Background: an optimization exercise with open tools, aiming at small area, a short achievable clock period and few clock cycles per item. Do not read the settings as production practice. The RTL was checked by simulation tests, not by an equivalence proof against the original design. Power figures rest on the tool's default switching activity, not on a simulated workload.

## build 71
Design mmu_bounds_guard, start of the top module:
module mmu_bounds_guard
#(
  parameter int ADDR_W = mmu_bounds_guard_pkg::ADDR_W_DEF,
  parameter int SEL_W  = mmu_bounds_guard_pkg::SEL_W_DEF,
  parameter int NSEG   = mmu_bounds_guard_pkg::NSEG_DEF
) (
  input  logic              clk,
  input  logic              rst,
  input  logic              we,
  input  logic [SEL_W-1:0]  sel,
  input  logic [31:0]       lower,
  input  logic [31:0]       upper,
  input  logic              req_valid,
  output logic              req_ready,
  input  logic [ADDR_W-1:0] req_addr,
  input  logic              req_wr,
  output logic              mem_valid,
  input  logic              mem_ready,
  output logic [ADDR_W-1:0] mem_addr,
  output logic              mem_wr,
  output logic              exc,
  output logic [ADDR_W-1:0] exc_addr,
  output logic [SEL_W-1:0]  exc_sel,
  input  logic              exc_ack
);
Size in the first run: about 400 cells after synthesis, about 4700 um2 of cells after synthesis.
clock: 5.5 ns
lec_check: 0
cap_margin: 20
core_margin: 2
core_utilization: 45
cts_buf_list: sky130_fd_sc_hd__clkbuf_4 sky130_fd_sc_hd__clkbuf_8
setup_slack_margin: 2.8
slew_margin: 20
synth_hierarchical: 1
standard.sh (not shown) runs the stock make flow with config.mk's settings and CLKGATE_MAP_FILE= SYNTH_SCRIPT=/design/flow/synth_recipe.tcl, a recipe that flattens the netlist after the stock synthesis.
==> flow/flow/run.sh <==
#!/bin/bash
# Standard ORFS layout, with plain buf_1 cells on the ports instead of the
# delay buffers buffer_ports picks by default, and the delay-cell families
# kept out of the post-synthesis repairs. Synthesis is the standard one.
set -euo pipefail
PLAT_DONT_USE=$(make -s -C "$FLOW_HOME" DESIGN_CONFIG="$FLOW_CONFIG" print-DONT_USE_CELLS 2>/dev/null | sed -n 's/^DONT_USE_CELLS: //p')
EXTRA="sky130_fd_sc_hd__clkdlybuf4s15_1 sky130_fd_sc_hd__clkdlybuf4s15_2 sky130_fd_sc_hd__clkdlybuf4s18_1 sky130_fd_sc_hd__clkdlybuf4s18_2 sky130_fd_sc_hd__clkdlybuf4s25_1 sky130_fd_sc_hd__clkdlybuf4s25_2 sky130_fd_sc_hd__clkdlybuf4s50_1 sky130_fd_sc_hd__clkdlybuf4s50_2 sky130_fd_sc_hd__dlygate4sd1_1 sky130_fd_sc_hd__dlygate4sd2_1 sky130_fd_sc_hd__dlygate4sd3_1 sky130_fd_sc_hd__dlymetal6s2s_1 sky130_fd_sc_hd__dlymetal6s4s_1 sky130_fd_sc_hd__dlymetal6s6s_1"
echo "platform dont_use: $PLAT_DONT_USE" > flow_vars.log
bash standard.sh synth > synth.log 2>&1
bash standard.sh "BUFFER_PORTS_ARGS=-buffer_cell sky130_fd_sc_hd__buf_1" "POST_FLOORPLAN_TCL=$PWD/flow/downsize.tcl" "DONT_USE_CELLS=$PLAT_DONT_USE $EXTRA" finish > layout.log 2>&1
==> flow/flow/downsize.tcl <==
# Post-floorplan hook: set every combinational cell that synthesis mapped
# at a larger drive strength back to drive 1 (same function), so that the
# repair steps that follow upsize only what timing needs. Registers, ties
# and buffers are left alone.
set db [ord::get_db]
set n 0
foreach inst [[ord::get_db_block] getInsts] {
  set m [[$inst getMaster] getName]
  if {[regexp {^sky130_fd_sc_hd__(a21oi|o21ai|a21o|o21a|nand2|nor2|nand3|nor3|nand4|nor4|a22oi|o22ai|a211oi|o211ai|a31oi|o31ai|mux2i|xor2|xnor2|inv)_(2|4)$} $m -> fam drv]} {
    set small [$db findMaster sky130_fd_sc_hd__${fam}_1]
    if {$small ne "NULL" && $small ne ""} {
      $inst swapMaster $small
      incr n
    }
  }
}
puts "downsize.tcl: set $n cells to drive 1"
Testbench counts of build 71, summed over its fixed seeds: cycles 16,058, items 16,000.
## Diff of input files: build 56 against build 71
Settings: CTS_BUF_LIST no longer set, was sky130_fd_sc_hd__clkbuf_4 sky130_fd_sc_hd__clkbuf_8.
Results
Build 56 finished end to end and its layout was clean on timing, DRC and antenna.
Diff build 71 -> build 56: minimum clock period after layout stayed essentially flat; wire length reported by the detailed router stayed essentially flat; switching power share of the total stayed essentially flat; highest ir drop seen on vdd stayed essentially flat.
[inputs] build 21 vs build 56
Settings: SETUP_SLACK_MARGIN now 2.7, was 2.8.
Results
Diff build 56..build 21 | clock-pin slew reported for the worst setup and hold paths after clock tree synthesis | negligible. Run comparison: build 56 category of the critical setup timing path input port to output pin; build 21 category of the critical setup timing path flop to flop. Worst setup path startpoint: mem_ready -> build 56, chk_q -> build 21. Summary of build 21 over build 56: count of non-CTS buffers in the layout lost 5.8%, register share of the cell area rose by 0.99 points, power density over the cells has increased, clock share of power now larger, maximum operating frequency decreased about 1.7%. In build 21, the portion of the layout cell area used by non-clock buffers came out 0.79 points below the value in build 56. Between build 56 and build 21, the post-layout total power is lower for build 21.

========
mmu_bounds_guard, a different RTL version from the one above (not shown whole).
Size: roughly 530 cells after synthesis, about 92 flip-flops, about 5800 um2 of cells after synthesis.
Settings: LEC_CHECK=0, CAP_MARGIN=20, CORE_MARGIN=2, CORE_UTILIZATION=60, SETUP_SLACK_MARGIN=3.0, SLEW_MARGIN=20; clock period 5.5 ns.
run.sh (not shown) runs the stock make flow with config.mk's settings and CLKGATE_MAP_FILE= SYNTH_SCRIPT=/design/flow/synth_recipe.tcl, a recipe that flattens the netlist after the stock synthesis.
Stock flow here: none of the scripts above is used.
Testbench counts at the start, summed over its fixed seeds: cycles 16,008, items 16,000.
Then changed:
- CORE_UTILIZATION: 60 -> 40
- SETUP_SLACK_MARGIN: 3.0 -> default
What happened: The new run completed with no timing, DRC or antenna violations. Utilization goes down by 36 points. Worst hold slack loses 0.017 ns. Setup slack gets worse by 0.47 ns. Register-to-register slack gets better by 0.22 ns. Via count is lower by about a fifth. Die area climbs by well over a third. Power rose slightly.

========
Setup of before:
Another version of the RTL of mmu_bounds_guard (not shown whole).
Size: ~160 I/O pins.
## mmu_bounds_guard
module mmu_bounds_guard
#(
  parameter int ADDR_W = mmu_bounds_guard_pkg::ADDR_W_DEF,
  parameter int SEL_W  = mmu_bounds_guard_pkg::SEL_W_DEF,
  parameter int NSEG   = mmu_bounds_guard_pkg::NSEG_DEF
) (
  input  logic              clk,
  input  logic              rst,
  input  logic              we,
  input  logic [SEL_W-1:0]  sel,
  input  logic [31:0]       lower,
  input  logic [31:0]       upper,
  input  logic              req_valid,
  output logic              req_ready,
  input  logic [ADDR_W-1:0] req_addr,
  input  logic              req_wr,
  output logic              mem_valid,
  input  logic              mem_ready,
  output logic [ADDR_W-1:0] mem_addr,
  output logic              mem_wr,
  output logic              exc,
  output logic [ADDR_W-1:0] exc_addr,
  output logic [SEL_W-1:0]  exc_sel,
  input  logic              exc_ack
);
==> flow/config.mk <==
export PLATFORM = sky130hd
export DESIGN_NAME = mmu_bounds_guard
export DESIGN_NICKNAME = mmu_bounds_guard
export VERILOG_FILES = /design/flow/design.v
export SDC_FILE = /design/flow/constraint.sdc
export NUM_CORES = 4
export LEC_CHECK = 0
export CAP_MARGIN = 20
export CORE_MARGIN = 2
export CORE_UTILIZATION = 45
export PLACE_DENSITY = 0.75
export SETUP_SLACK_MARGIN = 2.8
export SLEW_MARGIN = 20
export SYNTH_HIERARCHICAL = 1
==> flow/constraint.sdc <==
create_clock -name core_clock -period 5.5 [get_ports {clk}]
set_input_delay 1.1000 -clock core_clock [delete_from_list [all_inputs] [get_ports {clk}]]
set_output_delay 1.1000 -clock core_clock [all_outputs]
set_load 0.01 [all_outputs]
standard.sh (not shown) runs the stock make flow with config.mk's settings and CLKGATE_MAP_FILE= SYNTH_SCRIPT=/design/flow/synth_recipe.tcl, a recipe that flattens the netlist after the stock synthesis.
Scripts as last shown in full above: flow/flow/run.sh, flow/flow/downsize.tcl
before | status: complete | timing, DRC, antenna: pass
Testbench counts of before, summed over its fixed seeds: cycles 16,058, items 16,000.
diff inputs: before => after
-- flow/config.mk --
<<< before, line 10
export CORE_UTILIZATION = 45
export PLACE_DENSITY = 0.75
export SETUP_SLACK_MARGIN = 2.8
>>> after, line 10
export CORE_UTILIZATION = 45
export PLACE_DENSITY = 0.9
export SETUP_SLACK_MARGIN = 2.8
Findings:
Wire length of the first global-routing pass in after vs before: up 3.6%
Compared with before, via count in after increased slightly.
Reported for after and before, number of gates on the worst path with buffers counted turned out identical to the last digit.
Re final-report setup violation count: no difference whatsoever between before and after.
Diff after and before: final critical delay including setup and external delays higher in after
Worst clock skew: before vs after, no meaningful difference
Lower wire length goes to before over after.
after vs before — proportion of layout cells with a drive suffix above 1 rose 0.70 points.

[static timing again, ports no longer ideal]
The flow's constraints put no driver on any port. The routed layouts listed below were extracted and timed again, unchanged, in two steps.
Step 1 assumes that a clkbuf_16 drives the clock port and a buf_2 every other input.
Step 2 also shifts input and output timing later by t, the mid clock arrival at the registers, as if the neighbouring blocks saw the same clock.
a / b / c = no drivers / after step 1 / after step 2; a / b = the first two.
| run | t, ns | slack for setup (ns) | worst register clock-pin slew, ns | worst slew at a driven data input, ns |
|---|---|---|---|---|
| build 71 | 0.378 | 2.888 / 2.865 / 2.570 | 0.09 / 0.09 | 0.05 |
| build 56 | 0.377 | 2.888 / 2.865 / 2.570 | 0.09 / 0.09 | 0.05 |
| build 21 | 0.382 | 2.843 / 2.843 / 2.536 | 0.10 / 0.10 | 0.05 |
| the first run of note 2 | 0.422 | 2.488 / 2.477 / 2.055 | 0.12 / 0.12 | 0.07 |
| the second run of note 2 | 0.385 | 2.015 / 2.013 / 1.644 | 0.07 / 0.07 | 0.06 |
| before | 0.385 | 2.891 / 2.861 / 2.552 | 0.09 / 0.09 | 0.05 |
| after | 0.376 | 2.851 / 2.810 / 2.562 | 0.09 / 0.09 | 0.05 |
After both steps setup and hold are still met in every run listed. For the first run of note 2, which loses most, drivers alone change the setup slack by -0.011 ns; drivers and shift together by -0.433 ns.
